This is an optimization exercise on Yosys and OpenROAD, whose aim is small area, not a production implementation.
In this exercise RTL edits were held to simulation tests only and were not proved equivalent to the original.
Power is estimated from default activity; no workload was simulated.

===== design/flow/config.mk =====
export PLATFORM = sky130hd
export DESIGN_NAME = alu_issue_stage
export DESIGN_NICKNAME = alu_issue_stage
export VERILOG_FILES = /design/flow/design.v
export SDC_FILE = /design/flow/constraint.sdc
export NUM_CORES = 4
export LEC_CHECK = 0
export CAP_MARGIN = 10
export CORE_MARGIN = 2
export CORE_UTILIZATION = 60
export CTS_BUF_LIST = sky130_fd_sc_hd__clkbuf_8
export PLACE_DENSITY = 0.7
export SLEW_MARGIN = 10
export SYNTH_HIERARCHICAL = 1

===== design/flow/constraint.sdc =====
create_clock -name core_clock -period 8.0 [get_ports {clk}]
set_input_delay 1.6000 -clock core_clock [delete_from_list [all_inputs] [get_ports {clk}]]
set_output_delay 1.6000 -clock core_clock [all_outputs]
set_load 0.01 [all_outputs]

===== design/flow/design.v =====
module alu_issue_stage #(
  parameter int N    = 32,
  parameter int NREG = 32,
  parameter int AW   = $clog2(NREG)
) (
  input  logic          clk,
  input  logic          rst,
  input  logic          cmd_valid,
  output logic          cmd_ready,
  input  logic [3:0]    cmd_op,
  input  logic [AW-1:0] cmd_rd,
  input  logic [AW-1:0] cmd_rs,
  input  logic [AW-1:0] cmd_rt,
  input  logic          ld_en,
  input  logic [AW-1:0] ld_addr,
  input  logic [N-1:0]  ld_data,
  output logic [N-1:0]  alu_X,
  output logic [N-1:0]  alu_Y,
  output logic [3:0]    alu_op,
  input  logic [N-1:0]  alu_Z,
  input  logic          alu_equal,
  input  logic          alu_overflow,
  input  logic          alu_zero,
  output logic          wb_valid,
  output logic [AW-1:0] wb_rd,
  output logic [N-1:0]  wb_data,
  output logic          flag_equal,
  output logic          flag_zero,
  output logic          flag_ovf,
  output logic          sticky_ovf,
  input  logic          flag_clr,
  output logic          bad_op,
  input  logic [AW-1:0] dbg_addr,
  output logic [N-1:0]  dbg_data,
  output logic [1:0]    dbg_state
);
  localparam logic [1:0] S_IDLE = 2'd0;
  localparam logic [1:0] S_EXEC = 2'd1;
  localparam logic [1:0] S_WB   = 2'd2;
  localparam logic [1:0] S_TRAP = 2'd3;
  logic [1:0]    state_q, state_d;
  logic          in_idle, in_wb;
  logic [N-1:0]  regs_q [NREG];    
  logic [N-1:0]  regs_d [NREG];
  logic [NREG-1:0] vld_q;          
  logic [N-1:0]  xz_q;             
  logic [AW-1:0] rt_q;             
  logic [3:0]    op_q;             
  logic [AW-1:0] rd_q;             
  logic          eq_q, zero_q, ovf_q;
  logic          sticky_q;
  logic          op_reserved, op_arith;
  logic          accept;
  logic [AW-1:0] pa_addr;
  logic [NREG-1:0] pa_sel, pd_sel;
  logic [N-1:0]  pa_data, pd_data;
  logic          we;
  logic [AW-1:0] wa;
  logic [N-1:0]  wd;
  logic [NREG-1:0] row_we, row_nwe;
  assign in_idle = (state_q == S_IDLE);
  assign in_wb   = (state_q == S_WB);
  assign op_reserved = (op_q == 4'd4) || (op_q >= 4'd11);
  assign op_arith    = (op_q == 4'd5) || (op_q == 4'd6);
  assign cmd_ready = in_idle && !ld_en;
  assign accept    = cmd_ready && cmd_valid;
  always_comb begin
    state_d = state_q;
    case (state_q)
      S_IDLE: if (accept) state_d = S_EXEC;
      S_EXEC: state_d = S_WB;
      S_WB:   state_d = ovf_q ? S_TRAP : S_IDLE;
      S_TRAP: if (flag_clr) state_d = S_IDLE;
      default: state_d = S_IDLE;
    endcase
  end
  always_ff @(posedge clk or posedge rst) begin
    if (rst) begin
      state_q  <= S_IDLE;
      sticky_q <= 1'b0;
    end else begin
      state_q  <= state_d;
      if (flag_clr)            sticky_q <= 1'b0;
      else if (in_wb && ovf_q) sticky_q <= 1'b1;
    end
  end
  assign pa_addr = in_idle ? cmd_rs : rt_q;
  always_comb begin
    pa_sel = '0;
    pd_sel = '0;
    for (int i = 1; i < NREG; i++) begin
      pa_sel[i] = (pa_addr == i) && vld_q[i];
      pd_sel[i] = (dbg_addr == i) && vld_q[i];
    end
  end
  for (genvar b = 0; b < N; b++) begin : g_rd
    logic [NREG-1:0] col;
    for (genvar i = 0; i < NREG; i++) begin : g_col
      assign col[i] = regs_q[i][b];
    end
    ais_read31 u_pa (.sel(pa_sel[NREG-1:1]), .d(col[NREG-1:1]), .y(pa_data[b]));
    ais_read31 u_pd (.sel(pd_sel[NREG-1:1]), .d(col[NREG-1:1]), .y(pd_data[b]));
  end
  always_ff @(posedge clk) begin
    xz_q   <= in_idle ? pa_data : alu_Z;
    rt_q   <= cmd_rt;
    eq_q   <= alu_equal;
    zero_q <= alu_zero;
    ovf_q  <= alu_overflow && op_arith;
    if (in_idle) begin
      op_q <= cmd_op;
      rd_q <= cmd_rd;
    end
  end
  assign wa = in_idle ? ld_addr : rd_q;
  assign wd = in_idle ? ld_data : xz_q;
  assign we = in_idle ? ld_en : (in_wb && !op_reserved && !ovf_q);
  always_comb begin
    row_we  = '0;
    row_nwe = '1;
    for (int i = 1; i < NREG; i++) begin
      row_we[i]  = we && (wa == i);
      row_nwe[i] = !(we && (wa == i));
    end
  end
  always_ff @(posedge clk or posedge rst) begin
    if (rst) begin
      vld_q <= '0;
    end else begin
      for (int i = 1; i < NREG; i++)
        if (row_we[i]) vld_q[i] <= 1'b1;
    end
  end
  assign regs_d[0] = '0;
  for (genvar i = 1; i < NREG; i++) begin : g_row
    for (genvar b = 0; b < N; b++) begin : g_bit
      ais_wsel u_w (.q(regs_q[i][b]), .d(wd[b]), .we(row_we[i]), .nwe(row_nwe[i]),
                    .y(regs_d[i][b]));
    end
  end
  always_ff @(posedge clk) begin
    for (int i = 1; i < NREG; i++) regs_q[i] <= regs_d[i];
  end
  always_comb begin
    alu_X      = xz_q;
    alu_Y      = pa_data;
    alu_op     = op_q;
    wb_valid   = in_wb;
    wb_rd      = rd_q;
    wb_data    = xz_q;
    flag_equal = eq_q && !op_reserved;
    flag_zero  = zero_q && !op_reserved;
    flag_ovf   = ovf_q;
    sticky_ovf = sticky_q;
    bad_op     = in_wb && op_reserved;
    dbg_data   = pd_data;
    dbg_state  = state_q;
  end
endmodule
module ais_wsel (
  input  logic q,
  input  logic d,
  input  logic we,
  input  logic nwe,
  output logic y
);
  assign y = (q | we) & (d | nwe);
endmodule
module ais_read31 (
  input  logic [30:0] sel,
  input  logic [30:0] d,
  output logic        y
);
  logic [10:0] t_n;
  for (genvar g = 0; g < 10; g++) begin : g_aoi
    ais_aoi222 u_a (.a(d[3*g+2:3*g]), .s(sel[3*g+2:3*g]), .y(t_n[g]));
  end
  assign t_n[10] = !(d[30] && sel[30]);
  ais_nand11 u_n (.a(t_n), .y(y));
endmodule
module ais_aoi222 (
  input  logic [2:0] a,
  input  logic [2:0] s,
  output logic       y
);
  assign y = !((a[0] & s[0]) | (a[1] & s[1]) | (a[2] & s[2]));
endmodule
module ais_nand11 (
  input  logic [10:0] a,
  output logic        y
);
  assign y = !(&a);
endmodule

===== design/flow/run.sh =====
#!/bin/bash
# synth_recipe.tcl (not shown) runs the flow's synth.tcl, then flattens the netlist and writes it again
# the make line also repeats each setting of config.mk as NAME=value (left out here)
make -C /OpenROAD-flow-scripts/flow DESIGN_CONFIG=/design/flow/config.mk WORK_HOME=/design/flow/orfs CLKGATE_MAP_FILE= SYNTH_SCRIPT=/design/flow/synth_recipe.tcl finish

==> results of run 1 <==
-- Yosys stat by module, one instance, submodules excluded --
module | flip-flops and latches | times used
ais_aoi222 | 0 | 640
ais_nand11 | 0 | 64
ais_read31 | 0 | 64
ais_wsel | 0 | 992
alu_issue_stage | 1075 | 1
-- power breakdown --
part,switching [W],total [W],internal (W),leakage (nW)
clock network,0.00223,0.00474,0.00251,1.98
registers,0.00208,0.0100,0.00795,9.06
logic,0.00262,0.00546,0.00284,7.62
total,0.00694,0.0202,0.0133,18.7
-- worst register-to-register path, delay by kind of cell, from the launching register on --
family	cells	cell delay [ns]
buf+inv	3	1.07
compound gates	1	0.66
mux	1	1.01
simple gates	6	1.72
flops	1	0.36
-- state kept, by name, indices dropped and copies added, names as in the netlist --
signal and flops:
rd_q 5, sticky_q 1, zero_q 1, op_q 4
eq_q 1, regs_q 992, xz_q 32, vld_q 31
ovf_q 1, state_q 2, rt_q 5
-- layout by cell type, fill, tap and decap left out, types with 3 or more instances in the layout --
cell	synthesis	layout
dfxtp_1	1032	1032
o22a_1	992	992
a222oi_1	640	640
nand2_1	261	259
clkdlybuf4s50_1	0	246
clkbuf_8	0	217
buf_4	33	173
nand4_1	128	128
inv_1	41	91
nand3_1	65	65
or3_1	64	64
nor4_2	0	47
dfrtp_1	34	34
and3_1	32	32
or4_1	31	30
o41ai_1	27	27
nor4b_2	0	15
clkinv_2	1	13
a31oi_1	13	9
edfxtp_1	9	9
nor2_1	8	8
nor4b_1	21	6
nor2b_1	5	5
inv_6	0	5
a31oi_2	0	4
o41ai_2	4	4
nor3b_1	4	4
inv_8	0	4
nor4_1	50	3
clkinv_8	0	3
-- layer usage --
layer  wire length (um)  vias to the layer above  track usage (%)
met5                 32                        -           0.8316
met4              16350                        4            39.82
met3              30880                     1048            18.82
met2              73950                     4424            68.89
met1              61970                    20731            59.95
li1                   -                    17205                -
-- logic make-up (layout without fill, tap and decap cells) --
| kind of cell | count (synthesis) | in the layout | share of synthesized area (%) |
|---|---|---|---|
| AO/OA/AOI/OAI | 1693 | 1693 | 37.48 |
| flip-flops | 1075 | 1075 | 52.27 |
| AND/OR/NAND/NOR | 679 | 679 | 8.629 |
| buffers and inverters | 133 | 757 | 1.582 |
| XOR/XNOR | 1 | 1 | 0.02102 |
| multiplexers | 1 | 1 | 0.02402 |
| other | 0 | 2 | 0 |
-- path summary, 6_finish.rpt --
check,start,end,cells after the start
setup / recovery,state_q[1]$_DFFE_PP0P_,alu_Y[10],10
hold / removal,vld_q[19]$_DFFE_PP0P_,vld_q[19]$_DFFE_PP0P_,2
setup reg to reg,state_q[1]$_DFFE_PP0P_,xz_q[10]$_DFF_P_,11
hold reg to reg,vld_q[19]$_DFFE_PP0P_,vld_q[19]$_DFFE_PP0P_,2
max in group asynchronous,rst,vld_q[1]$_DFFE_PP0P_,3
min in group asynchronous,rst,vld_q[15]$_DFFE_PP0P_,3
-- layout make-up --
cell class,instances,area share [%]
antenna,2,0.01000
clock buffer,217,5.969
clock inverter,79,0.9477
inverter,42,0.3201
multi-input combinational,2374,39.38
sequential,1075,43.53
tap,931,2.328
timing repair buffer,419,7.517
-- stage by stage --
step	cell area, um^2	worst slack, ns	power [W]
5_1_grt	50040	0.5577	0.02094
2_1_floorplan	41670	1.212	0.01291
6_report	50040	0.4958	0.02023
3_5_place_dp	46560	1.235	0.01528
4_1_cts	50030	0.7720	0.01996
3_3_place_gp	46560	1.272	0.01476
==> qor.yml, run 1 <==
netlist_area_mm2: 0.04167
num_vias: 43412
h-tree-depth: 4
fillCellCount: 4956
worstMarginPinSlew_ns: 1.290
grt.overflow.total: 0
core_mm2: 0.06871
slew_violations: 0
path_class: "flip-flop to primary output"
cts_made_buffers: 170
final-seq-area_mm2: 0.02178
ctsResizeCount: 0
ys_async_sr_fraction_pct: 3.163
clock-sinks: 1075
setup_viol: 0
whs_ns: 0.4830
fp.dieArea_mm2: 0.07158
detail_route.wl_per_cell_um: 35.64
rsz0062_at_grt: "no"
worst_setup_path_end_kind: "primary output"
clock_latency_ns: 0.84
grt_pass1_wl_um: 264500
fin_util_pct: 72.83
areaGrowthSynthToFinish_pct: 20.06
synth_warnings: 11
clk_path_buf_depth: 3
postCtsSetupBuffers: 0
final_cells: 5139
crit_top_cell: "buf_4"
synth_common_cells: "dfxtp_1 (1032), o22a_1 (992), a222oi_1 (640)"
place.gp.congestion: 0.9769
cts-root-buf: "clkbuf_8"
syn_avg_cell_area_um2: 11.63
maxCapViolations: 0
std_cell_rows: 96
syn-num-nets: 3683
grt_max_degree: 56
path_cells: "buf_4 -> or2_4 -> inv_4 -> mux2i_4 -> nor4_2 -> buf_4 -> a222oi_1 -> nand4_1 -> or3_1 -> clkdlybuf4s50_1"
grt_pass1_vias: 42443
setup_tns_ns: 0
max_stage_delay_ns: 1.01
hp-class: "flip-flop to flip-flop"
yosysTopAreaCell: "dfxtp_1"
drc_errors: 0
slew_headroom_pct: 13.77
dp.cells: 4841
synth.area.top_cells: "dfxtp_1 (50%), o22a_1 (21%), a222oi_1 (15%)"
antenna_found_initial: 4
ys_seq_elements: 1075
multiInputGateArea_mm2: 0.01970
slowest_stage: "mux2i_4"
hpwl_um: 103700
fin_crit_ns: 7.504
viasPerCell: 8.448
clock_skew_ns: 0.04207
ys_types: 49
max_freq_mhz: 133.3
r2r_slack_ns: 3.06
io_buffers: 246
synth-edff-count: 9
start_kind: "flip-flop"
p_leak_nw: 18.66
die_w_um: 267.5
yosysSeqAreaShare_pct: 52.27
synth_top_area_share_pct: 49.58
period_share_pct: 93.80
status: "complete, no violations"
crit_family: "buffers and inverters"
wl_um: 183200
nNetsFinal: 4183
critPathBufInv: 4
num_io_pins: 247
path_clk_slew_ns: 0.06
cts_hold_buf: 0
syn_inst: 3582
critPathRequiredTime_ns: 6.40
drive_gt1_share_pct: 11.91
path_max_fanout: 36
start_util_pct: 60.66
power.density_mw_per_mm2: 404.4
arrival_ns: 5.90
drtAntennaViolNets: 0
ys.flop_type: "dfxtp_1"
synth_most_common_cell: "dfxtp_1"
die_h_um: 267.5
hold_viol: 0
dr.pass1.iters: 15
cts_tree: "done"
drtIter0Drc: 10276
grt_util_all_layers_pct: 49.19
ir_drop_mv: 0.2757
==> run 2: changes to the inputs <==
==> design/flow/flow/run.sh (new file) <==
#!/bin/bash
# Standard ORFS layout with two changes: port buffers use the smallest
# buffer, and clock tree synthesis inserts no dummy loads.
set -euo pipefail
export BUFFER_PORTS_ARGS="-buffer_cell sky130_fd_sc_hd__buf_1"
export CTS_ARGS="-sink_clustering_enable -repair_clock_nets -dont_use_dummy_load -sink_clustering_size 16 -sink_clustering_max_diameter 60 -buf_list sky130_fd_sc_hd__clkbuf_8"
bash standard.sh > flow_make.log 2>&1
==> design/flow/standard.sh (new file) <==
#!/bin/bash
# synth_recipe.tcl (not shown) runs the flow's synth.tcl, then flattens the netlist and writes it again
# the make line also repeats each setting of config.mk as NAME=value (left out here)
make -C /OpenROAD-flow-scripts/flow DESIGN_CONFIG=/design/flow/config.mk WORK_HOME=/design/flow/orfs CLKGATE_MAP_FILE= SYNTH_SCRIPT=/design/flow/synth_recipe.tcl "${@:-finish}"
==> design/flow/config.mk (replaced) <==
export PLATFORM = sky130hd
export DESIGN_NAME = alu_issue_stage
export DESIGN_NICKNAME = alu_issue_stage
export VERILOG_FILES = /design/flow/design.v
export SDC_FILE = /design/flow/constraint.sdc
export NUM_CORES = 4
export LEC_CHECK = 0
export CAP_MARGIN = 0
export CORE_MARGIN = 2
export CORE_UTILIZATION = 55
export CTS_BUF_LIST = sky130_fd_sc_hd__clkbuf_8
export CTS_CLUSTER_DIAMETER = 60
export CTS_CLUSTER_SIZE = 16
export PLACE_DENSITY = 0.7
export SLEW_MARGIN = 0
export SYNTH_HIERARCHICAL = 1
removed: design/flow/run.sh
==> qor.yml, run 2 <==
layout_setup_ws_ns: 0.8718  # +0.3760 ns
cts_hold_buf: 0  # unchanged
status: "complete, no violations"
die_w_um: 279.3  # +4.4%
synth_most_common_cell: "dfxtp_1"
path_max_fanout: 35  # -2.8%
layout_commonest_cell: "dfxtp_1"
grt_util_all_layers_pct: 45.62  # -3.6 points
drive_gt1_share_pct: 8.354  # -3.6 points
worst_setup_path_end_kind: "primary output"
clk_path_buf_depth: 3  # unchanged
fp.dieArea_mm2: 0.07799  # +9.0%
synth-edff-count: 9  # unchanged
largest_reg_flops: 992  # unchanged
maxCapViolations: 0  # unchanged
arrival_ns: 5.53  # -0.37 ns
hp-class: "flip-flop to flip-flop"
std_cell_rows: 100  # +4.2%
synth.area.top_cells: "dfxtp_1 (50%), o22a_1 (21%), a222oi_1 (15%)"
cts_tree: "done"
clock-sinks: 1075  # unchanged
detail_route.wl_per_cell_um: 37.53  # +5.3%
ys_seq_elements: 1075  # unchanged
cts-root-buf: "clkbuf_8"
worstMarginPinSlew_ns: 1.383  # +0.09267 ns
nNetsFinal: 4089  # -2.2%
rsz0062_at_grt: "no"
start_util_pct: 55.79  # -4.9 points
grt_pass1_vias: 41082  # -3.2%
clock_latency_ns: 0.76  # -0.08 ns
cts_made_buffers: 82  # -52%
synth_warnings: 11  # unchanged
reg_top3: "regs_q (992), xz_q (32), vld_q (31)"
ctsResizeCount: 0  # unchanged
syn_inst: 3582  # unchanged
grt.overflow.total: 0  # unchanged
core_mm2: 0.07470  # +8.7%
syn-num-nets: 3683  # unchanged
period_share_pct: 89.10  # -4.7 points
yosysTopAreaCell: "dfxtp_1"
postCtsSetupBuffers: 0  # unchanged
hpwl_um: 106900  # +3.0%
p_leak_nw: 16.60  # -11%
regMostFlops: "regs_q"
num_vias: 42567  # -1.9%
grt_pass1_wl_um: 266700  # +0.81%
place_ws_ns: 1.695  # +0.4592 ns
max_stage_delay_ns: 1.00  # about the same
ys_async_sr_fraction_pct: 3.163  # unchanged
clock_skew_ns: 0.08930  # +0.04723 ns
power.density_mw_per_mm2: 380.4  # -5.9%
path_class: "flip-flop to primary output"
netlist_area_mm2: 0.04167  # unchanged
slew_headroom_pct: 7.365  # -6.4 points
grt_max_degree: 71  # +27%
mostFrequentLayoutCells: "dfxtp_1 (1032), o22a_1 (992), a222oi_1 (640), nand2_1 (261), buf_1 (246)"
fin_crit_ns: 7.128  # -0.3760 ns
place.gp.congestion: 1.056  # +8.1%
num_io_pins: 247  # unchanged
start_kind: "flip-flop"
syn_avg_cell_area_um2: 11.63  # unchanged
slowest_stage: "mux2i_4"
critPathRequiredTime_ns: 6.40  # about the same
hold_viol: 0  # unchanged
drtAntennaViolNets: 0  # unchanged
drc_errors: 0  # unchanged
ys_types: 49  # unchanged
io_buffers: 246  # unchanged
path_cells: "or2_4 -> inv_4 -> mux2i_4 -> nor4_2 -> buf_4 -> a222oi_1 -> nand4_1 -> or3_1 -> buf_1"
ir_drop_mv: 0.2723  # -1.2%
setup_viol: 0  # unchanged
path_clk_slew_ns: 0.10  # +0.04 ns
wl_um: 186100  # +1.6%
viasPerCell: 8.582  # +1.6%
die_h_um: 279.3  # +4.4%
synth_common_cells: "dfxtp_1 (1032), o22a_1 (992), a222oi_1 (640)"
dr.pass1.iters: 14  # -1
ys.flop_type: "dfxtp_1"
areaGrowthSynthToFinish_pct: 10.81
fillCellCount: 6033  # +22%
yosysSeqAreaShare_pct: 52.27  # unchanged
setup_tns_ns: 0  # unchanged
whs_ns: 0.4913  # +0.008287 ns
slew_violations: 0  # unchanged
synth_top_area_share_pct: 49.58  # unchanged
antenna_found_initial: 3  # -1
h-tree-depth: 3  # -1
max_freq_mhz: 140.3  # +5.3%
drtIter0Drc: 10336  # +0.58%
[run 2: metal layers]
metal	wire length, um	track usage [%]	vias to the layer above
met4	15420	33.60	4
met5	27	0.6879	-
met1	63600	58.03	20485
met3	32410	16.30	885
li1	-	-	16888
met2	74680	63.36	4305
[run 2: final timing paths]
| kind | start | end | slack, ns | depth (start not counted) |
|---|---|---|---|---|
| setup / recovery | state_q[0]$_DFFE_PP0P_ | alu_Y[8] | 0.87 | 9 |
| hold / removal | vld_q[4]$_DFFE_PP0P_ | vld_q[4]$_DFFE_PP0P_ | 0.49 | 2 |
| setup reg to reg | state_q[0]$_DFFE_PP0P_ | xz_q[8]$_DFF_P_ | 3.10 | 10 |
| hold reg to reg | vld_q[4]$_DFFE_PP0P_ | vld_q[4]$_DFFE_PP0P_ | 0.49 | 2 |
| max in group asynchronous | rst | vld_q[23]$_DFFE_PP0P_ | 6.62 | 3 |
| min in group asynchronous | rst | vld_q[12]$_DFFE_PP0P_ | 0.95 | 3 |
[run 2: final cells by class]
class / instances / area [um^2] / share of cell area [%]
flip-flops and latches: 1075 / 21780 / 47.17
diodes: 5 / 12.51 / 0.02710
clock buffers: 82 / 1129 / 2.444
inverters: 42 / 160.2 / 0.3468
repair buffers: 413 / 2177 / 4.715
well taps: 969 / 1212 / 2.626
multi-input cells: 2374 / 19710 / 42.67
[run 2: Yosys stat by module (local to each module, per instance)]
module,cells,flip-flops and latches
ais_read31,1,0
ais_nand11,4,0
alu_issue_stage,1630,1075
ais_aoi222,1,0
ais_wsel,1,0
[run 2: report_power, final]
part           switching (W)  total, W  leakage [nW]  internal, W
clock                0.00173   0.00265         0.590     0.000920
sequential           0.00205   0.00998          9.06      0.00793
combinational        0.00256   0.00493          6.96      0.00237
total                0.00634    0.0176          16.6       0.0112
[run 2: through the flow]
stage	util [%]	cell area [um^2]	power, W	std cells
floorplan	-	41670	0.01291	3582
global placement	60.29	45040	0.01431	4873
detailed placement	60.29	45040	0.01478	4873
CTS	61.80	46170	0.01732	4955
global route	61.81	46170	0.01827	4956
finish	61.82	46180	0.01756	4960
[run 2: logic make-up after synthesis]
| family | Yosys count | synth area share [%] |
|---|---|---|
| buf+inv | 133 | 1.582 |
| simple gates | 679 | 8.629 |
| xor+xnor | 1 | 0.02102 |
| compound gates | 1693 | 37.48 |
| mux | 1 | 0.02402 |
| flops | 1075 | 52.27 |
[run 2: worst max-delay path, delay by kind of cell, from the launching register on]
kind	cells	cell delay, ns
and+or+nand+nor	4	1.74
buffers and inverters	3	1.01
muxes	1	1.00
DFF	1	0.63
AOI/OAI and AO/OA	1	0.42
==> run 3: changes to the inputs <==
==> design/flow/config.mk (replaced) <==
export PLATFORM = sky130hd
export DESIGN_NAME = alu_issue_stage
export DESIGN_NICKNAME = alu_issue_stage
export VERILOG_FILES = /design/flow/design.v
export SDC_FILE = /design/flow/constraint.sdc
export NUM_CORES = 4
export LEC_CHECK = 0
export CAP_MARGIN = 10
export CORE_MARGIN = 2
export CORE_UTILIZATION = 50
export CTS_BUF_LIST = sky130_fd_sc_hd__clkbuf_8
export CTS_CLUSTER_DIAMETER = 60
export CTS_CLUSTER_SIZE = 16
export PLACE_DENSITY = 0.6
export SLEW_MARGIN = 10
export SYNTH_HIERARCHICAL = 1
==> qor.yml, run 3 <==
status: "complete, no violations"
detail_route.wl_per_cell_um: 37.49  # about the same
ys_seq_elements: 1075  # unchanged
path_max_fanout: 32  # -8.6%
start_kind: "flip-flop"
start_util_pct: 50.67  # -5.1 points
hp-class: "flip-flop to flip-flop"
synth_common_cells: "dfxtp_1 (1032), o22a_1 (992), a222oi_1 (640)"
synth_mux_area_share_pct: 0.02402  # unchanged
fp.dieArea_mm2: 0.08567  # +9.9%
period_share_pct: 87.76  # -1.3 points
max_freq_mhz: 142.4  # +1.5%
syn_avg_cell_area_um2: 11.63  # unchanged
synth-edff-count: 9  # unchanged
worstMarginPinSlew_ns: 1.307  # -0.07572 ns
place.gp.congestion: 0.9669  # -8.5%
clk_path_buf_depth: 3  # unchanged
syn-num-nets: 3683  # unchanged
hpwl_um: 109300  # +2.3%
ys_async_sr_fraction_pct: 3.163  # unchanged
die_w_um: 292.7  # +4.8%
dr.pass1.iters: 15  # +1
drive_gt1_share_pct: 8.656  # +0.30 points
synth_top_family_by_area: "compound AO/OA/AOI/OAI gates"
synth_most_common_cell: "dfxtp_1"
drtAntennaViolNets: 0  # unchanged
synth_xor_area_share_pct: 0.02102  # unchanged
clock_skew_ns: 0.05746  # -0.03184 ns
slew_headroom_pct: 12.84  # +5.5 points
clock-sinks: 1075  # unchanged
io_buffers: 246  # unchanged
ctsResizeCount: 0  # unchanged
h-tree-depth: 3  # unchanged
slew_violations: 0  # unchanged
postLayoutCellArea_mm2: 0.04648  # +0.66%
yosysTopAreaCell: "dfxtp_1"
synth_compound_area_share_pct: 37.48  # unchanged
postCtsSetupBuffers: 0  # unchanged
syn_inst: 3582  # unchanged
mostFrequentLayoutCells: "dfxtp_1 (1032), o22a_1 (992), a222oi_1 (640), nand2_1 (257), buf_1 (246)"
cts_tree: "done"
p_leak_nw: 16.68  # +0.46%
grt_pass1_wl_um: 271000  # +1.6%
grt_pass1_vias: 40106  # -2.4%
drc_errors: 0  # unchanged
power.density_mw_per_mm2: 381.3  # +0.24%
cts-root-buf: "clkbuf_8"
synth_adder_area_share_pct: 0  # unchanged
setup_tns_ns: 0  # unchanged
grt.overflow.total: 0  # unchanged
drtIter0Drc: 8734  # -15%
ir_drop_mv: 0.2495  # -8.4%
layout_commonest_cell: "dfxtp_1"
areaGrowthSynthToFinish_pct: 11.54
synth.area.top_cells: "dfxtp_1 (50%), o22a_1 (21%), a222oi_1 (15%)"
setup_viol: 0  # unchanged
num_io_pins: 247  # unchanged
wl_um: 190100  # +2.2%
post_dp_cell_area_mm2: 0.04516  # +0.27%
cts_made_buffers: 91  # +11%
worst_setup_path_end_kind: "primary output"
yosysSeqAreaShare_pct: 52.27  # unchanged
path_class: "flip-flop to primary output"
netlist_area_mm2: 0.04167  # unchanged
critPathRequiredTime_ns: 6.40  # about the same
hold_viol: 0  # unchanged
num_vias: 41763  # -1.9%
rsz0062_at_grt: "no"
yosys.area_share.simple_pct: 8.629  # unchanged
cts_hold_buf: 0  # unchanged
maxCapViolations: 0  # unchanged
regMostFlops: "regs_q"
viasPerCell: 8.234  # -4.1%
largest_reg_flops: 992  # unchanged
ys_types: 49  # unchanged
grt_util_all_layers_pct: 42.46  # -3.2 points
synth_top_area_share_pct: 49.58  # unchanged
nNetsFinal: 4100  # +0.27%
reg_top3: "regs_q (992), xz_q (32), vld_q (31)"
die_h_um: 292.7  # +4.8%
arrival_ns: 5.42  # -0.11 ns
clock_latency_ns: 0.75  # about the same
ys.flop_type: "dfxtp_1"
synth_warnings: 11  # unchanged
antenna_found_initial: 4  # +1
path_clk_slew_ns: 0.08  # -0.02 ns
fin_crit_ns: 7.021  # -0.1077 ns
std_cell_rows: 105  # +5.0%
core_mm2: 0.08224  # +10%
grt_max_degree: 58  # -18%
## run 3: cell types whose count changed in the layout (fill, tap and decap cells not counted), moves of 3 or more
cell      before  now
or4_1         28   31
or4_2          3    0
nand2_1      261  257
nand2_2        0    4
clkbuf_8      82   91
## run 3: cell families (layout without fill, tap and decap cells)
group                  after synthesis  after routing
flip-flops                        1075           1075
buffers and inverters              133            548
AND/OR/NAND/NOR                    679            679
multiplexers                         1              1
other                                0              5
XOR/XNOR                             1              1
AO/OA/AOI/OAI                     1693           1693
## run 3: worst paths after layout
check	from	to	slack [ns]	cells after the start
worst min-delay path	vld_q[9]$_DFFE_PP0P_	vld_q[9]$_DFFE_PP0P_	0.48	2
worst min register to register	vld_q[9]$_DFFE_PP0P_	vld_q[9]$_DFFE_PP0P_	0.48	2
worst max-delay path	state_q[0]$_DFFE_PP0P_	alu_Y[3]	0.98	9
min in group asynchronous	rst	vld_q[14]$_DFFE_PP0P_	0.95	3
worst max register to register	state_q[0]$_DFFE_PP0P_	xz_q[6]$_DFF_P_	3.21	10
max in group asynchronous	rst	sticky_q$_DFFE_PP0P_	6.64	3
## run 3: metrics by stage
| step | utilization (%) | setup WS [ns] | power (W) | hold WS, ns | std cells |
|---|---|---|---|---|---|
| global placement | 54.91 | 1.792 | 0.01444 | 0.4587 | 4974 |
| detailed placement | 54.91 | 1.723 | 0.01484 | 0.4634 | 4974 |
| global route | 56.51 | 0.8723 | 0.01849 | 0.5053 | 5069 |
| finish | 56.52 | 0.9795 | 0.01772 | 0.4807 | 5072 |
| floorplan | - | 1.212 | 0.01291 | 0.4344 | 3582 |
| CTS | 56.43 | 1.034 | 0.01754 | 0.4810 | 5065 |
## run 3: power breakdown
| part | leakage [nW] | internal (W) | switching [W] | total, W |
|---|---|---|---|---|
| combinational | 6.97 | 0.00239 | 0.00254 | 0.00494 |
| sequential | 9.06 | 0.00793 | 0.00206 | 0.00999 |
| clock | 0.654 | 0.00101 | 0.00178 | 0.00279 |
## run 3: per-module statistics from Yosys, one instance, submodules excluded
| module | flip-flops and latches | cells inside |
|---|---|---|
| ais_aoi222 | 0 | 1 |
| ais_nand11 | 0 | 4 |
| alu_issue_stage | 1075 | 1630 |
| ais_wsel | 0 | 1 |
| ais_read31 | 0 | 1 |
## run 3: critical path, cell delays in order, from the launching register on
cell and delay, ns:
dfrtp_1 0.81, or2_4 0.57, inv_4 0.26, mux2i_4 0.87, nor4_2 0.13, buf_4 0.37, a222oi_1 0.48, nand4_1 0.40
or3_1 0.56, buf_1 0.16
## run 3: final cells by class
type                            count  area, um^2
Timing Repair Buffer              415        2220
Tap cell                         1070        1339
Multi-Input combinational cell   2374       19720
Fill cell                        7075       35760
Clock buffer                       91        1252
Antenna cell                        5       12.51
Inverter                           42       160.2
Sequential cell                  1075       21780
## run 3: per-layer routing
layer | routed length (um) | share of wire (%) | global-route usage [%] | vias up
met1 | 69760 | 37 | 55.46 | 20409
li1 | - | - | - | 16902
met4 | 13030 | 6.9 | 26.58 | 4
met5 | 26 | 0.014 | 0.1134 | -
met2 | 80160 | 42 | 62.13 | 3755
met3 | 27170 | 14 | 11.65 | 693
==> run 4: changes to the inputs <==
--- a/design/flow/design.v
+++ b/design/flow/design.v
@@ -52,12 +52,12 @@
   logic          op_reserved, op_arith;
   logic          accept;
   logic [AW-1:0] pa_addr;
-  logic [NREG-1:0] pa_sel, pd_sel;
+  logic [NREG-1:0] pa_sel, pd_sel, pa_sel_n, pd_sel_n;
   logic [N-1:0]  pa_data, pd_data;
   logic          we;
   logic [AW-1:0] wa;
-  logic [N-1:0]  wd;
-  logic [NREG-1:0] row_we, row_nwe;
+  logic [N-1:0]  wd, wd_n;
+  logic [NREG-1:0] row_hit, row_we, row_nwe;
   assign in_idle = (state_q == S_IDLE);
   assign in_wb   = (state_q == S_WB);
   assign op_reserved = (op_q == 4'd4) || (op_q >= 4'd11);
@@ -86,12 +86,18 @@
   end
   assign pa_addr = in_idle ? cmd_rs : rt_q;
   always_comb begin
-    pa_sel = '0;
-    pd_sel = '0;
+    pa_sel_n = '1;
+    pd_sel_n = '1;
     for (int i = 1; i < NREG; i++) begin
-      pa_sel[i] = (pa_addr == i) && vld_q[i];
-      pd_sel[i] = (dbg_addr == i) && vld_q[i];
-    end
+      pa_sel_n[i] = !((pa_addr == i) && vld_q[i]);
+      pd_sel_n[i] = !((dbg_addr == i) && vld_q[i]);
+    end
+  end
+  assign pa_sel[0] = 1'b0;
+  assign pd_sel[0] = 1'b0;
+  for (genvar i = 1; i < NREG; i++) begin : g_rsel
+    ais_inv u_pa (.a(pa_sel_n[i]), .y(pa_sel[i]));
+    ais_inv u_pd (.a(pd_sel_n[i]), .y(pd_sel[i]));
   end
   for (genvar b = 0; b < N; b++) begin : g_rd
     logic [NREG-1:0] col;
@@ -113,22 +119,27 @@
     end
   end
   assign wa = in_idle ? ld_addr : rd_q;
-  assign wd = in_idle ? ld_data : xz_q;
+  for (genvar b = 0; b < N; b++) begin : g_wd
+    ais_mux2i u_m (.a(xz_q[b]), .b(ld_data[b]), .s(in_idle), .y(wd_n[b]));
+    ais_inv   u_i (.a(wd_n[b]), .y(wd[b]));
+  end
   assign we = in_idle ? ld_en : (in_wb && !op_reserved && !ovf_q);
   always_comb begin
-    row_we  = '0;
-    row_nwe = '1;
-    for (int i = 1; i < NREG; i++) begin
-      row_we[i]  = we && (wa == i);
-      row_nwe[i] = !(we && (wa == i));
-    end
+    row_hit = '0;
+    for (int i = 1; i < NREG; i++) row_hit[i] = we && (wa == i);
+  end
+  assign row_nwe[0] = 1'b1;
+  assign row_we[0]  = 1'b0;
+  for (genvar i = 1; i < NREG; i++) begin : g_wen
+    ais_inv u_n (.a(row_hit[i]), .y(row_nwe[i]));
+    ais_inv u_p (.a(row_nwe[i]), .y(row_we[i]));
   end
   always_ff @(posedge clk or posedge rst) begin
     if (rst) begin
       vld_q <= '0;
     end else begin
       for (int i = 1; i < NREG; i++)
-        if (row_we[i]) vld_q[i] <= 1'b1;
+        if (row_hit[i]) vld_q[i] <= 1'b1;
     end
   end
   assign regs_d[0] = '0;
@@ -191,3 +202,17 @@
 );
   assign y = !(&a);
 endmodule
+module ais_inv (
+  input  logic a,
+  output logic y
+);
+  assign y = !a;
+endmodule
+module ais_mux2i (
+  input  logic a,
+  input  logic b,
+  input  logic s,
+  output logic y
+);
+  assign y = !(s ? b : a);
+endmodule
--- a/design/flow/config.mk
+++ b/design/flow/config.mk
@@ -11,6 +11,7 @@
 export CTS_BUF_LIST = sky130_fd_sc_hd__clkbuf_8
 export CTS_CLUSTER_DIAMETER = 60
 export CTS_CLUSTER_SIZE = 16
+export GPL_TIMING_DRIVEN = 0
 export PLACE_DENSITY = 0.6
 export SLEW_MARGIN = 10
 export SYNTH_HIERARCHICAL = 1
==> qor.yml, run 4 <==
internal_power_w: 0.01168  # +3.0%
wl_um: 193500  # +1.8%
p_switching_w: 0.006331  # -0.86%
layout_commonest_cell: "dfxtp_1"
period_share_pct: 80.40  # -7.4 points
synth_common_cells: "dfxtp_1 (1032), o22a_1 (992), a222oi_1 (640)"
place.gp.congestion: 1.049  # +8.5%
largest_reg_flops: 992  # unchanged
clock_latency_ns: 0.76  # about the same
setup_viol: 0  # unchanged
drtAntennaViolNets: 0  # unchanged
grt_pass1_vias: 40560  # +1.1%
num_io_pins: 247  # unchanged
crit_family: "simple AND/OR/NAND/NOR gates"
crit_top_cell: "buf_1"
antenna_found_initial: 7  # +3
yosysTopAreaCell: "dfxtp_1"
drive_gt1_share_pct: 9.941  # +1.3 points
fp.dieArea_mm2: 0.08602  # +0.41%
netlist_area_mm2: 0.04185  # +0.41%
slew_headroom_pct: 12.69  # -0.15 points
dr.pass1.iters: 14  # -1
ys_async_sr_fraction_pct: 3.163  # unchanged
slowest_stage: "inv_2"
postCtsSetupBuffers: 0  # unchanged
critPathRequiredTime_ns: 6.40  # about the same
cts_made_buffers: 92  # +1.1%
std_cell_rows: 106  # +0.95%
clkPwrFrac_pct: 15.6  # -0.2 points
nNetsFinal: 4147  # +1.1%
hold_viol: 0  # unchanged
postLayoutCellArea_mm2: 0.04750  # +2.2%
cts_hold_buf: 0  # unchanged
cts-root-buf: "clkbuf_8"
clock_skew_ns: 0.06507  # +0.007611 ns
mostFrequentLayoutCells: "dfxtp_1 (1032), o22a_1 (992), a222oi_1 (640), buf_1 (248), nand2_1 (176)"
clock-sinks: 1075  # unchanged
final_cells: 5129  # +1.1%
worstReg2RegEnd: "xz_q[18]$_DFF_P_"
num_vias: 41384  # -0.91%
hpwl_um: 117800  # +7.7%
fin_crit_ns: 6.432  # -0.5887 ns
grt_pass1_wl_um: 272800  # +0.68%
hp-class: "flip-flop to flip-flop"
post_dp_cell_area_mm2: 0.04614  # +2.2%
h-tree-depth: 3  # unchanged
dp.cells: 5029  # +1.1%
syn_inst: 3610  # +0.78%
ctsResizeCount: 0  # unchanged
setup_tns_ns: 0  # unchanged
synth_most_common_cell: "dfxtp_1"
io_buffers: 246  # unchanged
min_path_cells: 1  # -1
path_cells: "buf_1 -> nor4b_1 -> a31oi_1 -> nor2_1 -> nand3_1 -> inv_2 -> a222oi_1 -> nand4_1 -> or3_1 -> buf_1"
synth_warnings: 11  # unchanged
grt_util_all_layers_pct: 42.97  # +0.50 points
power.density_mw_per_mm2: 379.2  # -0.54%
sw_frac_of_total_pct: 35.15  # -0.88 points
critPathBufInv: 3  # unchanged
areaGrowthSynthToFinish_pct: 13.51
ys_seq_elements: 1075  # unchanged
detail_route.wl_per_cell_um: 37.73  # +0.64%
max_stage_delay_ns: 0.76  # -0.11 ns
drtIter0Drc: 8539  # -2.2%
ir_drop_mv: 0.2349  # -5.8%
rsz0062_at_grt: "no"
start_util_pct: 50.24  # -0.43 points
core_mm2: 0.08329  # +1.3%
die_w_um: 293.3  # +0.20%
viasPerCell: 8.069  # -2.0%
grt.overflow.total: 0  # unchanged
status: "complete, no violations"
ys.flop_type: "dfxtp_1"
synth.area.top_cells: "dfxtp_1 (49%), o22a_1 (21%), a222oi_1 (15%)"
whs_endpoint: "regs_q[31][19]$_DFF_P_"
reg_top3: "regs_q (992), xz_q (32), vld_q (31)"
max_freq_mhz: 155.5  # +9.2%
arrival_ns: 4.83  # -0.59 ns
yosysSeqAreaShare_pct: 52.05  # -0.22 points
p_seq_share_pct: 57.1  # +0.7 points
path_class: "input pin to primary output"
syn-num-nets: 3711  # +0.76%
path_clk_slew_ns: 0.05  # -0.03 ns
p_leak_nw: 17.70  # +6.1%
synth_top_area_share_pct: 49.37  # -0.20 points
clk_path_buf_depth: 3  # unchanged
path_max_fanout: 32  # unchanged
synth-edff-count: 9  # unchanged
regMostFlops: "regs_q"
drc_errors: 0  # unchanged
slew_violations: 0  # unchanged
r2r_cells: 11  # +1
p_comb_share_pct: 27.3  # -0.6 points
r2r-start: "state_q[1]$_DFFE_PP0P_"
r2r_slack_ns: 3.80  # +0.59 ns
syn_avg_cell_area_um2: 11.59  # -0.36%
ys_types: 62  # +27%
die_h_um: 293.3  # +0.20%
worstMarginPinSlew_ns: 1.308  # +0.0008273 ns
start_kind: "input pin"
grt_max_degree: 35  # -40%
worstHoldStart: "regs_q[31][19]$_DFF_P_"
cts_tree: "done"
worst_setup_path_end_kind: "primary output"
maxCapViolations: 0  # unchanged
## run 4: cell count changes after synthesis, sizes merged, moves of 31 or more
| cell | before | now |
|---|---|---|
| nand3 | 65 | 130 |
| mux2i | 1 | 35 |
| inv | 41 | 164 |
| o41ai | 31 | 0 |
| nand2 | 261 | 176 |
| nor4 | 50 | 1 |
## run 4: kinds of logic (layout without fill, tap and decap cells)
| logic type | Yosys count | count (layout) | synth area share [%] |
|---|---|---|---|
| simple gates | 588 | 588 | 7.343 |
| mux | 38 | 38 | 0.9538 |
| other cells | 0 | 5 | 0 |
| xor+xnor | 1 | 1 | 0.02093 |
| flops | 1075 | 1075 | 52.05 |
| compound gates | 1690 | 1690 | 37.31 |
| buf+inv | 218 | 652 | 2.326 |
## run 4: worst max-delay path by stage
| stage | start | end | slack, ns | cells past startpoint |
|---|---|---|---|---|
| 2_1_floorplan | cmd_rs[1] | alu_Y[0] | 3.12 | 8 |
| 3_3_place_gp | dbg_addr[0] | dbg_data[28] | 1.18 | 8 |
| 3_5_place_dp | cmd_rs[0] | alu_Y[19] | 1.76 | 10 |
| 4_1_cts | cmd_rs[0] | alu_Y[19] | 1.75 | 10 |
| 5_1_grt | cmd_rs[1] | alu_Y[0] | 1.56 | 10 |
| 6_report | cmd_rs[0] | alu_Y[19] | 1.57 | 10 |
## run 4: Yosys stat by module, one instance, submodules excluded
module | cell area (um^2) | flip-flops and latches | cells
ais_aoi222 | 10.01 | 0 | 1
ais_inv | 3.754 | 0 | 1
ais_mux2i | 10.01 | 0 | 1
ais_nand11 | 23.77 | 0 | 4
ais_read31 | 3.754 | 0 | 1
ais_wsel | 8.758 | 0 | 1
alu_issue_stage | 24080 | 1075 | 1470
## run 4: per-stage QoR
step	power (W)	hold slack [ns]	util [%]	worst slack [ns]
floorplan	0.01319	0.4483	-	3.121
detailed placement	0.01510	0.4778	55.39	1.757
CTS	0.01781	0.4949	56.91	1.749
global route	0.01879	0.5074	57.02	1.561
finish	0.01801	0.4956	57.03	1.568
global placement	0.01449	0.4658	52.97	1.182
## run 4: cell type report
cell class                      instances  area [um^2]
Antenna cell                            5        12.51
Buffer                                 54        360.3
Clock buffer                           92         1266
Fill cell                            7080        35790
Inverter                              164        618.1
Multi-Input combinational cell       2317        19090
Sequential cell                      1075        21780
Tap cell                             1080         1351
Timing Repair Buffer                  342         3018
## run 4: layer usage
layer  GRT usage (%)  part of all wire (%)
met4           27.36                   7.2
met5               0                 0.012
met3           13.29                    15
met2           64.02                    42
met1           54.08                    36
## run 4: worst register-to-register path: cells and delay by family (launching register included)
family          cells  cell delay [ns]
flops               1             0.48
buf+inv             2             0.89
mux                 1             0.39
compound gates      1             0.29
simple gates        7             2.05
## run 4: power groups by stage
stage / registers, W / logic (W) / clock network [W]
floorplan: 0.00982 / 0.00337 / 0
global placement: 0.00998 / 0.00450 / 0
global route: 0.0106 / 0.00519 / 0.00300
CTS: 0.0102 / 0.00480 / 0.00281
finish: 0.0103 / 0.00492 / 0.00281
detailed placement: 0.0103 / 0.00479 / 0
==> run 5: changes to the inputs <==
--- a/design/flow/config.mk
+++ b/design/flow/config.mk
@@ -11,7 +11,6 @@
 export CTS_BUF_LIST = sky130_fd_sc_hd__clkbuf_8
 export CTS_CLUSTER_DIAMETER = 60
 export CTS_CLUSTER_SIZE = 16
-export GPL_TIMING_DRIVEN = 0
 export PLACE_DENSITY = 0.6
 export SLEW_MARGIN = 10
 export SYNTH_HIERARCHICAL = 1
==> qor.yml, run 5 <==
synth.area.top_cells: "dfxtp_1 (49%), o22a_1 (21%), a222oi_1 (15%)"
synth_top_area_share_pct: 49.37  # unchanged
num_io_pins: 247  # unchanged
period_share_pct: 84.62  # +4.2 points
max_freq_mhz: 147.7  # -5.0%
cts-root-buf: "clkbuf_8"
synth_warnings: 11  # unchanged
syn-num-nets: 3711  # unchanged
r2r-start: "state_q[1]$_DFFE_PP0P_"
synth-edff-count: 9  # unchanged
max_stage_delay_ns: 0.59  # -0.17 ns
worst_setup_path_end_kind: "primary output"
hpwl_um: 117900  # about the same
rsz0062_at_grt: "no"
place.gp.congestion: 1.063  # +1.4%
mostFrequentLayoutCells: "dfxtp_1 (1032), o22a_1 (992), a222oi_1 (640), buf_1 (246), nand2_1 (176)"
drc_errors: 0  # unchanged
maxCapViolations: 0  # unchanged
die_w_um: 293.3  # unchanged
grt_pass1_vias: 39385  # -2.9%
core_mm2: 0.08329  # unchanged
power.density_mw_per_mm2: 387.8  # +2.3%
p_leak_nw: 17.31  # -2.2%
cp-endpoint: "alu_Y[25]"
ys_types: 62  # unchanged
r2r_slack_ns: 2.85  # -0.95 ns
cts_made_buffers: 89  # -3.3%
grt_pass1_wl_um: 270500  # -0.87%
antenna_found_initial: 4  # -3
crit_cells: 11  # +1
areaGrowthSynthToFinish_pct: 10.38
path_class: "flip-flop to primary output"
reg_top3: "regs_q (992), xz_q (32), vld_q (31)"
slew_headroom_pct: 7.827  # -4.9 points
worstMarginPinSlew_ns: 1.381  # +0.07290 ns
clk_path_buf_depth: 3  # unchanged
std_cell_rows: 106  # unchanged
worstReg2RegEnd: "regs_q[6][21]$_DFF_P_"
detail_route.wl_per_cell_um: 37.10  # -1.7%
drtIter0Drc: 8712  # +2.0%
clock-sinks: 1075  # unchanged
netlist_area_mm2: 0.04185  # unchanged
slowest_stage: "dfrtp_1"
grt_util_all_layers_pct: 42.38  # -0.59 points
yosysTopAreaCell: "dfxtp_1"
fin_crit_ns: 6.770  # +0.3379 ns
viasPerCell: 8.019  # -0.61%
io_buffers: 246  # unchanged
path_clk_slew_ns: 0.09  # +0.04 ns
cts_tree: "done"
synth_most_common_cell: "dfxtp_1"
slew_violations: 0  # unchanged
clock_skew_ns: 0.07057  # +0.005500 ns
yosysSeqAreaShare_pct: 52.05  # unchanged
die_h_um: 293.3  # unchanged
hp-class: "flip-flop to flip-flop"
status: "complete, no violations"
num_vias: 41058  # -0.79%
layout_commonest_cell: "dfxtp_1"
regMostFlops: "regs_q"
crit_start: "state_q[1]$_DFFE_PP0P_"
dr.pass1.iters: 14  # unchanged
ys_seq_elements: 1075  # unchanged
drtAntennaViolNets: 0  # unchanged
wl_um: 190000  # -1.8%
setup_tns_ns: 0  # unchanged
start_util_pct: 50.24  # unchanged
grt.overflow.total: 0  # unchanged
grt_max_degree: 47  # +34%
syn_inst: 3610  # unchanged
path_max_fanout: 17  # -47%
ys_async_sr_fraction_pct: 3.163  # unchanged
r2r_cells: 11  # unchanged
drive_gt1_share_pct: 7.113  # -2.8 points
whs_ns: 0.4898  # -0.005804 ns
critPathBufInv: 4  # +1
start_kind: "flip-flop"
setup_viol: 0  # unchanged
largest_reg_flops: 992  # unchanged
synth_common_cells: "dfxtp_1 (1032), o22a_1 (992), a222oi_1 (640)"
ctsResizeCount: 0  # unchanged
path_cells: "or2_4 -> inv_4 -> mux2i_1 -> nor2_1 -> nand3_1 -> inv_1 -> buf_4 -> a222oi_1 -> nand4_1 -> or3_1 -> buf_1"
crit_family: "simple AND/OR/NAND/NOR gates"
ir_drop_mv: 0.2071  # -12%
h-tree-depth: 3  # unchanged
nNetsFinal: 4138  # -0.22%
syn_avg_cell_area_um2: 11.59  # unchanged
cts_hold_buf: 0  # unchanged
ys.flop_type: "dfxtp_1"
hold_viol: 0  # unchanged
clock_latency_ns: 0.77  # about the same
postCtsSetupBuffers: 0  # unchanged
arrival_ns: 5.17  # +0.34 ns
critPathRequiredTime_ns: 6.40  # about the same
fp.dieArea_mm2: 0.08602  # unchanged
[run 5: changes by cell type in the layout (fill, tap and decap cells not counted), moves of 4 or more]
cell,delta
inv_2,-113
buf_4,+105
inv_1,+95
buf_12,-73
buf_16,-18
clkinv_1,+18
buf_2,-12
clkbuf_1,-4
[run 5: through the flow]
step	worst slack (ns)	cell area [um^2]	utilization, %	power [W]	instances
5_1_grt	1.142	46180	55.45	0.01870	5117
6_report	1.230	46190	55.46	0.01791	5120
2_1_floorplan	3.121	41850	-	0.01319	3610
3_3_place_gp	1.662	44810	53.81	0.01463	5021
4_1_cts	1.421	46070	55.31	0.01773	5111
3_5_place_dp	1.607	44840	53.84	0.01504	5022
[run 5: how the worst min path moves through the flow]
stage,startpoint,endpoint,slack [ns],cells past startpoint
2_1_floorplan,vld_q[14]$_DFFE_PP0P_,vld_q[14]$_DFFE_PP0P_,0.45,1
3_3_place_gp,vld_q[27]$_DFFE_PP0P_,vld_q[27]$_DFFE_PP0P_,0.47,1
3_5_place_dp,vld_q[30]$_DFFE_PP0P_,vld_q[30]$_DFFE_PP0P_,0.48,1
4_1_cts,vld_q[30]$_DFFE_PP0P_,vld_q[30]$_DFFE_PP0P_,0.49,1
5_1_grt,op_q[3]$_DFFE_PP_,ovf_q$_DFF_P_,0.50,1
6_report,op_q[3]$_DFFE_PP_,ovf_q$_DFF_P_,0.49,1
[run 5: final cells by class]
| cell class | instances | area, um^2 |
|---|---|---|
| Antenna cell | 5 | 12.51 |
| Clock buffer | 89 | 1225 |
| Fill cell | 7357 | 37100 |
| Inverter | 164 | 618.1 |
| Multi-Input combinational cell | 2317 | 19100 |
| Sequential cell | 1075 | 21780 |
| Tap cell | 1080 | 1351 |
| Timing Repair Buffer | 390 | 2105 |
[run 5: metal layers]
| layer | track usage (%) | part of all wire [%] | up-vias |
|---|---|---|---|
| met2 | 63.21 | 43 | 3407 |
| met5 | 0 | 0.016 | - |
| met1 | 55.47 | 37 | 20300 |
| met3 | 10.77 | 14 | 562 |
| li1 | - | - | 16785 |
| met4 | 25.11 | 6.7 | 4 |
[run 5: Yosys stat by module, one instance, submodules excluded]
module / times used / area [um^2]
ais_aoi222: 640 / 10.01
ais_inv: 156 / 3.754
ais_mux2i: 32 / 10.01
ais_nand11: 64 / 23.77
ais_read31: 64 / 3.754
ais_wsel: 992 / 8.758
alu_issue_stage: 1 / 24080
[run 5: cell families after synthesis]
kind of cell | synth area share, %
DFF | 52.05
xor gates and xnor gates | 0.02093
and+or+nand+nor | 7.343
muxes | 0.9538
buffers and inverters | 2.326
AOI/OAI and AO/OA | 37.31
[run 5: power breakdown]
group / total, W / leakage (nW) / switching [W] / internal (W)
Combinational: 0.00476 / 7.50 / 0.00233 / 0.00243
Clock: 0.00277 / 0.640 / 0.00178 / 0.000993
Sequential: 0.0104 / 9.17 / 0.00225 / 0.00813
==> run 6: changes to the inputs <==
--- a/design/flow/config.mk
+++ b/design/flow/config.mk
@@ -7,10 +7,10 @@
 export LEC_CHECK = 0
 export CAP_MARGIN = 10
 export CORE_MARGIN = 2
-export CORE_UTILIZATION = 50
+export CORE_UTILIZATION = 55
 export CTS_BUF_LIST = sky130_fd_sc_hd__clkbuf_8
 export CTS_CLUSTER_DIAMETER = 60
 export CTS_CLUSTER_SIZE = 16
-export PLACE_DENSITY = 0.6
+export PLACE_DENSITY = 0.7
 export SLEW_MARGIN = 10
 export SYNTH_HIERARCHICAL = 1
==> qor.yml, run 6 <==
yosysTopAreaCell: "dfxtp_1"
path_max_fanout: 46  # +29
drive_gt1_share_pct: 6.886  # -0.23 points
core_mm2: 0.07557  # -9.3%
ys_types: 62  # unchanged
wl_met1_um: 64680  # -7.9%
clock_skew_ns: 0.05961  # -0.01096 ns
mostFrequentLayoutCells: "dfxtp_1 (1032), o22a_1 (992), a222oi_1 (640), buf_1 (246), nand2_1 (176)"
start_kind: "flip-flop"
die_w_um: 279.8  # -4.6%
dr_wl_met3_um: 25060  # -4.4%
ctsResizeCount: 0  # unchanged
antenna_found_initial: 3  # -1
path_class: "flip-flop to primary output"
setup_tns_ns: 0  # unchanged
layout_commonest_cell: "dfxtp_1"
rsz0062_at_grt: "no"
dr.pass1.iters: 17  # +3
ys_seq_elements: 1075  # unchanged
grt_pass1_vias: 37910  # -3.7%
hp-class: "flip-flop to flip-flop"
ys.flop_type: "dfxtp_1"
fp.dieArea_mm2: 0.07831  # -9.0%
place.gp.congestion: 1.065  # +0.19%
synth.area.top_cells: "dfxtp_1 (49%), o22a_1 (21%), a222oi_1 (15%)"
fin_util_pct: 60.87  # +5.4 points
max_stage_delay_ns: 0.99  # +0.40 ns
std_cell_rows: 101  # -4.7%
path_clk_slew_ns: 0.10  # about the same
clk_path_buf_depth: 3  # unchanged
setup_viol: 0  # unchanged
period_share_pct: 86.96  # +2.3 points
wl_um: 174300  # -8.2%
clock_latency_ns: 0.75  # -0.02 ns
status: "complete, no violations"
nNetsFinal: 4140  # +0.048%
path_cells: "or2_4 -> buf_4 -> a31oi_1 -> nor2_1 -> nand3_1 -> inv_1 -> a222oi_1 -> nand4_1 -> or3_1 -> buf_1"
cts_tree: "done"
p_leak_nw: 17.52  # +1.2%
multiInputGateArea_mm2: 0.01910  # unchanged
synth-edff-count: 9  # unchanged
h-tree-depth: 3  # unchanged
syn_avg_cell_area_um2: 11.59  # unchanged
start_util_pct: 55.37  # +5.1 points
arrival_ns: 5.36  # +0.19 ns
drtAntennaViolNets: 0  # unchanged
syn-num-nets: 3711  # unchanged
largest_reg_flops: 992  # unchanged
top_layer_used: "met5"
ys_async_sr_fraction_pct: 3.163  # unchanged
num_io_pins: 247  # unchanged
viasPerCell: 8.173  # +1.9%
maxCapViolations: 0  # unchanged
reg_top3: "regs_q (992), xz_q (32), vld_q (31)"
synth_warnings: 11  # unchanged
drc_errors: 0  # unchanged
power.density_mw_per_mm2: 382.9  # -1.2%
detail_route.wl_per_cell_um: 34.74  # -6.4%
wl_met2_um: 72170  # -11%
regMostFlops: "regs_q"
drtIter0Drc: 9578  # +9.9%
fillCellCount: 6588  # -10%
num_vias: 41004  # -0.13%
yosysSeqAreaShare_pct: 52.05  # unchanged
final-seq-area_mm2: 0.02178  # unchanged
whs_ns: 0.5029  # +0.01308 ns
slew_violations: 0  # unchanged
cts_hold_buf: 0  # unchanged
worstMarginPinSlew_ns: 1.349  # -0.03193 ns
syn_inst: 3610  # unchanged
fin_crit_ns: 6.957  # +0.1871 ns
cts_made_buffers: 84  # -5.6%
synth_most_common_cell: "dfxtp_1"
critPathRequiredTime_ns: 6.40  # about the same
slew_headroom_pct: 9.958  # +2.1 points
netlist_area_mm2: 0.04185  # unchanged
ir_drop_mv: 0.2415  # +17%
die_h_um: 279.8  # -4.6%
io_buffers: 246  # unchanged
max_freq_mhz: 143.7  # -2.7%
clock-sinks: 1075  # unchanged
synth_top_area_share_pct: 49.37  # unchanged
grt_max_degree: 47  # unchanged
grt.overflow.total: 0  # unchanged
cts-root-buf: "clkbuf_8"
areaGrowthSynthToFinish_pct: 9.921
grt_pass1_wl_um: 251900  # -6.9%
slowest_stage: "inv_1"
postCtsSetupBuffers: 0  # unchanged
synth_common_cells: "dfxtp_1 (1032), o22a_1 (992), a222oi_1 (640)"
grt_util_all_layers_pct: 42.88  # +0.50 points
worst_setup_path_end_kind: "primary output"
hold_viol: 0  # unchanged
hpwl_um: 104600  # -11%
[run 6: routing by layer]
layer	vias to the layer above	GRT usage (%)
met4	4	25.85
li1	16811	-
met5	-	0.2502
met2	3524	62.00
met1	20043	56.95
met3	622	11.91
[run 6: path summary, 6_finish.rpt]
| check | slack (ns) | end | start | cells after the start |
|---|---|---|---|---|
| worst min-delay path | 0.50 | vld_q[26]$_DFFE_PP0P_ | vld_q[26]$_DFFE_PP0P_ | 1 |
| worst max register to register | 3.06 | regs_q[30][20]$_DFF_P_ | state_q[1]$_DFFE_PP0P_ | 11 |
| worst min register to register | 0.50 | vld_q[26]$_DFFE_PP0P_ | vld_q[26]$_DFFE_PP0P_ | 1 |
| worst max-delay path | 1.04 | alu_Y[16] | state_q[1]$_DFFE_PP0P_ | 10 |
| min in group asynchronous | 0.95 | vld_q[8]$_DFFE_PP0P_ | rst | 3 |
| max in group asynchronous | 6.67 | vld_q[11]$_DFFE_PP0P_ | rst | 3 |
[run 6: per-stage QoR]
stage | area [um^2] | instances | power [W] | setup slack [ns]
after floorplan | 41850 | 3610 | 0.01319 | 3.121
after global placement | 44750 | 4928 | 0.01461 | 1.755
after detailed placement | 44750 | 4928 | 0.01485 | 1.715
after CTS | 45910 | 5012 | 0.01742 | 1.233
after global routing | 46000 | 5016 | 0.01842 | 0.9452
final | 46000 | 5017 | 0.01761 | 1.043
[run 6: power breakdown]
group          switching, W  internal, W  total [W]
Combinational       0.00219      0.00241    0.00461
Clock               0.00176     0.000941    0.00270
Sequential          0.00218      0.00813     0.0103
[run 6: cell type report]
| cell class | instances | area share (%) |
|---|---|---|
| Tap cell | 978 | 2.660 |
| Multi-Input combinational cell | 2317 | 41.52 |
| Sequential cell | 1075 | 47.35 |
| Inverter | 164 | 1.344 |
| Antenna cell | 2 | 0.01088 |
| Timing Repair Buffer | 397 | 4.602 |
| Clock buffer | 84 | 2.513 |
[run 6: kinds of logic (layout without fill, tap and decap cells)]
logic type | after synthesis | count (layout) | share of synthesized area [%]
other cells | 0 | 2 | 0
flops | 1075 | 1075 | 52.05
compound gates | 1690 | 1690 | 37.31
buf+inv | 218 | 645 | 2.326
simple gates | 588 | 588 | 7.343
mux | 38 | 38 | 0.9538
xor+xnor | 1 | 1 | 0.02093
[run 6: modules after synthesis, one instance, submodules excluded]
module,times used,area (um^2),flip-flops and latches,cells inside
ais_aoi222,640,10.01,0,1
ais_inv,156,3.754,0,1
ais_mux2i,32,10.01,0,1
ais_nand11,64,23.77,0,4
ais_read31,64,3.754,0,1
ais_wsel,992,8.758,0,1
alu_issue_stage,1,24080,1075,1470
[run 6: worst max-delay path: cells and delay by family (launching register included)]
family | cells | cell delay (ns)
buf+inv | 3 | 1.77
flops | 1 | 0.72
compound gates | 2 | 0.45
simple gates | 5 | 1.63
==> run 7: changes to the inputs <==
--- a/design/flow/config.mk
+++ b/design/flow/config.mk
@@ -5,12 +5,13 @@
 export SDC_FILE = /design/flow/constraint.sdc
 export NUM_CORES = 4
 export LEC_CHECK = 0
-export CAP_MARGIN = 10
+export CAP_MARGIN = 5
 export CORE_MARGIN = 2
 export CORE_UTILIZATION = 55
 export CTS_BUF_LIST = sky130_fd_sc_hd__clkbuf_8
 export CTS_CLUSTER_DIAMETER = 60
 export CTS_CLUSTER_SIZE = 16
+export GPL_TIMING_DRIVEN = 0
 export PLACE_DENSITY = 0.7
-export SLEW_MARGIN = 10
+export SLEW_MARGIN = 5
 export SYNTH_HIERARCHICAL = 1
==> qor.yml, run 7 <==
power.density_mw_per_mm2: 385.1  # +0.56%
path_clk_slew_ns: 0.06  # -0.04 ns
worstReg2RegEnd: "xz_q[31]$_DFF_P_"
clock_latency_ns: 0.75  # about the same
viasPerCell: 8.225  # +0.64%
status: "finished with violations"
io_buffers: 246  # unchanged
worstHoldStart: "regs_q[11][21]$_DFF_P_"
period_share_pct: 85.29  # -1.7 points
postLayoutCellArea_mm2: 0.04581  # -0.40%
ir_drop_mv: 0.2492  # +3.2%
dr.pass1.iters: 14  # -3
cts_made_buffers: 84  # unchanged
synth_top_area_share_pct: 49.37  # unchanged
fin_crit_ns: 6.824  # -0.1333 ns
largest_reg_flops: 992  # unchanged
ys.flop_type: "dfxtp_1"
r2r-start: "state_q[1]$_DFFE_PP0P_"
drc_errors: 0  # unchanged
cts_tree: "done"
r2r_cells: 12  # +1
synth_xor_area_share_pct: 0.02093  # unchanged
p_total_w: 0.01764  # +0.16%
dp.cells: 4858  # -1.4%
crit_cells: 11  # +1
whs_endpoint: "regs_q[11][21]$_DFF_P_"
slew_headroom_pct: -1.437  # -11 points
mostFrequentLayoutCells: "dfxtp_1 (1032), o22a_1 (992), a222oi_1 (640), buf_1 (250), nand2_1 (176)"
grt_pass1_vias: 38201  # +0.77%
fp.dieArea_mm2: 0.07831  # unchanged
clock-sinks: 1075  # unchanged
synth_adder_area_share_pct: 0  # unchanged
fillCellCount: 6540  # -0.73%
path_max_fanout: 32  # -30%
path_cells: "or2_4 -> buf_6 -> buf_2 -> nand3b_1 -> nand2_1 -> nand3_1 -> clkinv_1 -> a222oi_1 -> nand3_1 -> or3_1 -> buf_1"
critPathRequiredTime_ns: 6.40  # about the same
ys_seq_elements: 1075  # unchanged
p_switching_w: 0.006108  # -0.34%
clk_path_buf_depth: 3  # unchanged
synth_most_common_cell: "dfxtp_1"
setup_viol: 0  # unchanged
path_class: "flip-flop to primary output"
internal_power_w: 0.01153  # +0.42%
hpwl_um: 100100  # -4.3%
worstMarginPinSlew_ns: 1.512  # +0.1631 ns
worst_setup_path_end_kind: "primary output"
antenna_found_initial: 10  # +7
start_kind: "flip-flop"
ctsResizeCount: 0  # unchanged
p_seq_share_pct: 57.9  # -0.6 points
critPathBufInv: 4  # +1
die_h_um: 279.8  # unchanged
hold_viol: 0  # unchanged
clock_skew_ns: 0.07164  # +0.01203 ns
slew_violations: 33  # +33
grt.overflow.total: 0  # unchanged
max_stage_delay_ns: 1.06  # +0.07 ns
synth_top_family_by_area: "compound AO/OA/AOI/OAI gates"
h-tree-depth: 3  # unchanged
hp-class: "flip-flop to flip-flop"
syn_inst: 3610  # unchanged
num_vias: 40690  # -0.77%
postCtsSetupBuffers: 0  # unchanged
grt_pass1_wl_um: 253600  # +0.71%
nNetsFinal: 4071  # -1.7%
detail_route.wl_per_cell_um: 36.18  # +4.1%
synth_warnings: 11  # unchanged
yosysTopAreaCell: "dfxtp_1"
regMostFlops: "regs_q"
maxCapViolations: 2  # +2
die_w_um: 279.8  # unchanged
core_mm2: 0.07557  # unchanged
p_leak_nw: 17.05  # -2.7%
rsz0062_at_grt: "no"
drtIter0Drc: 8469  # -12%
grt_util_all_layers_pct: 43.77  # +0.89 points
synth_mux_area_share_pct: 0.9538  # unchanged
ys_async_sr_fraction_pct: 3.163  # unchanged
cts-root-buf: "clkbuf_8"
drtAntennaViolNets: 0  # unchanged
crit_family: "simple AND/OR/NAND/NOR gates"
reg_top3: "regs_q (992), xz_q (32), vld_q (31)"
syn-num-nets: 3711  # unchanged
clkPwrFrac_pct: 15.3  # about the same
wl_um: 179000  # +2.7%
synth_compound_area_share_pct: 37.31  # unchanged
setup_tns_ns: 0  # unchanged
yosysSeqAreaShare_pct: 52.05  # unchanged
final_cells: 4947  # -1.4%
cts_hold_buf: 0  # unchanged
synth.area.top_cells: "dfxtp_1 (49%), o22a_1 (21%), a222oi_1 (15%)"
areaGrowthSynthToFinish_pct: 9.478
min_path_cells: 1  # unchanged
synth_common_cells: "dfxtp_1 (1032), o22a_1 (992), a222oi_1 (640)"
drive_gt1_share_pct: 7.787  # +0.90 points
arrival_ns: 5.22  # -0.14 ns
syn_avg_cell_area_um2: 11.59  # unchanged
place.gp.congestion: 1.171  # +9.9%
ys_types: 62  # unchanged
num_io_pins: 247  # unchanged
post_dp_cell_area_mm2: 0.04454  # -0.47%
synth-edff-count: 9  # unchanged
grt_max_degree: 35  # -26%
start_util_pct: 55.37  # unchanged
slowest_stage: "clkinv_1"
failed_checks: "max-capacitance violations, max-slew violations"
yosys.area_share.simple_pct: 7.343  # unchanged
netlist_area_mm2: 0.04185  # unchanged
sw_frac_of_total_pct: 34.62  # -0.17 points
r2r_slack_ns: 3.46  # +0.40 ns
crit_top_cell: "nand3_1"
max_freq_mhz: 146.6  # +2.0%
layout_commonest_cell: "dfxtp_1"
p_comb_share_pct: 26.8  # +0.6 points
std_cell_rows: 101  # unchanged
==> run 7: cell counts after synthesis <==
No cell type changed its count.
==> run 7: cells by family after synthesis <==
| family | Yosys count |
|---|---|
| flip-flops | 1075 |
| AO/OA/AOI/OAI | 1690 |
| XOR/XNOR | 1 |
| buffers and inverters | 218 |
| multiplexers | 38 |
| AND/OR/NAND/NOR | 588 |
==> run 7: cell type report <==
cell class                 count  area [um^2]  share of cell area (%)
antenna                        1        2.502                0.005462
timing repair buffer         274         1582                   3.452
multi-input combinational   2317        19090                   41.67
tap                          978         1224                   2.671
inverter                     164        618.1                   1.349
sequential                  1075        21780                   47.54
clock buffer                  84         1156                   2.524
buffer                        54        357.8                  0.7811
==> run 7: modules after synthesis (local to each module, per instance) <==
module / cells / area (um^2) / flops+latches / copies in the design
alu_issue_stage: 1470 / 24080 / 1075 / 1
ais_read31: 1 / 3.754 / 0 / 64
ais_aoi222: 1 / 10.01 / 0 / 640
ais_wsel: 1 / 8.758 / 0 / 992
ais_inv: 1 / 3.754 / 0 / 156
ais_mux2i: 1 / 10.01 / 0 / 32
ais_nand11: 4 / 23.77 / 0 / 64
==> run 7: how the worst max path moves through the flow <==
stage          slack (ns)        end                    from
2_1_floorplan        3.12   alu_Y[0]               cmd_rs[1]
3_3_place_gp         1.34  alu_Y[31]               cmd_rs[1]
3_5_place_dp         1.66  alu_Y[31]               cmd_rs[1]
4_1_cts              1.64  alu_Y[31]               cmd_rs[1]
5_1_grt              1.11  alu_Y[31]  state_q[1]$_DFFE_PP0P_
6_report             1.18  alu_Y[31]  state_q[1]$_DFFE_PP0P_
==> run 7: worst reg2reg max path, stage by stage, from the launching register on <==
cell	delay [ns]
dfrtp_1	0.47
or2_4	0.29
buf_6	0.15
buf_2	0.21
nand3b_1	0.12
nand2_1	0.27
nand3_1	0.20
clkinv_1	1.06
a222oi_1	0.75
nand3_1	0.31
or3_1	0.51
nand2_1	0.10
nand2_1	0.04
==> run 7: stage by stage <==
step | worst slack, ns | utilization [%] | hold WS (ns)
after floorplan | 3.121 | - | 0.4483
after detailed placement | 1.658 | 58.94 | 0.4720
after global placement | 1.341 | 58.22 | 0.4633
after CTS | 1.639 | 60.47 | 0.4939
after global routing | 1.106 | 60.62 | 0.5148
final | 1.176 | 60.62 | 0.5012
==> run 7: power by group through the flow <==
stage | Clock (W) | Sequential, W | Combinational (W)
after floorplan | 0 | 0.00982 | 0.00337
after global placement | 0 | 0.0101 | 0.00445
after detailed placement | 0 | 0.0103 | 0.00460
after CTS | 0.00269 | 0.0101 | 0.00461
after global routing | 0.00289 | 0.0106 | 0.00501
final | 0.00269 | 0.0102 | 0.00473
==> run 7: layer usage <==
metal | share of wire (%) | global-route usage, % | vias to the layer above | wire length, um
met2 | 41 | 63.19 | 3496 | 73900
met4 | 7.4 | 29.29 | 14 | 13300
met1 | 36 | 55.43 | 19772 | 63690
li1 | - | - | 16666 | -
met5 | 0.12 | 1.563 | - | 221
met3 | 16 | 14.60 | 742 | 27870

Setup slack of run 7, layout unchanged: 1.176 ns with ideal ports, 1.103 ns with driving cells assumed (clock clkbuf_16, inputs buf_2), 1.158 ns with port delays also shifted by the 0.788 ns mid clock arrival.
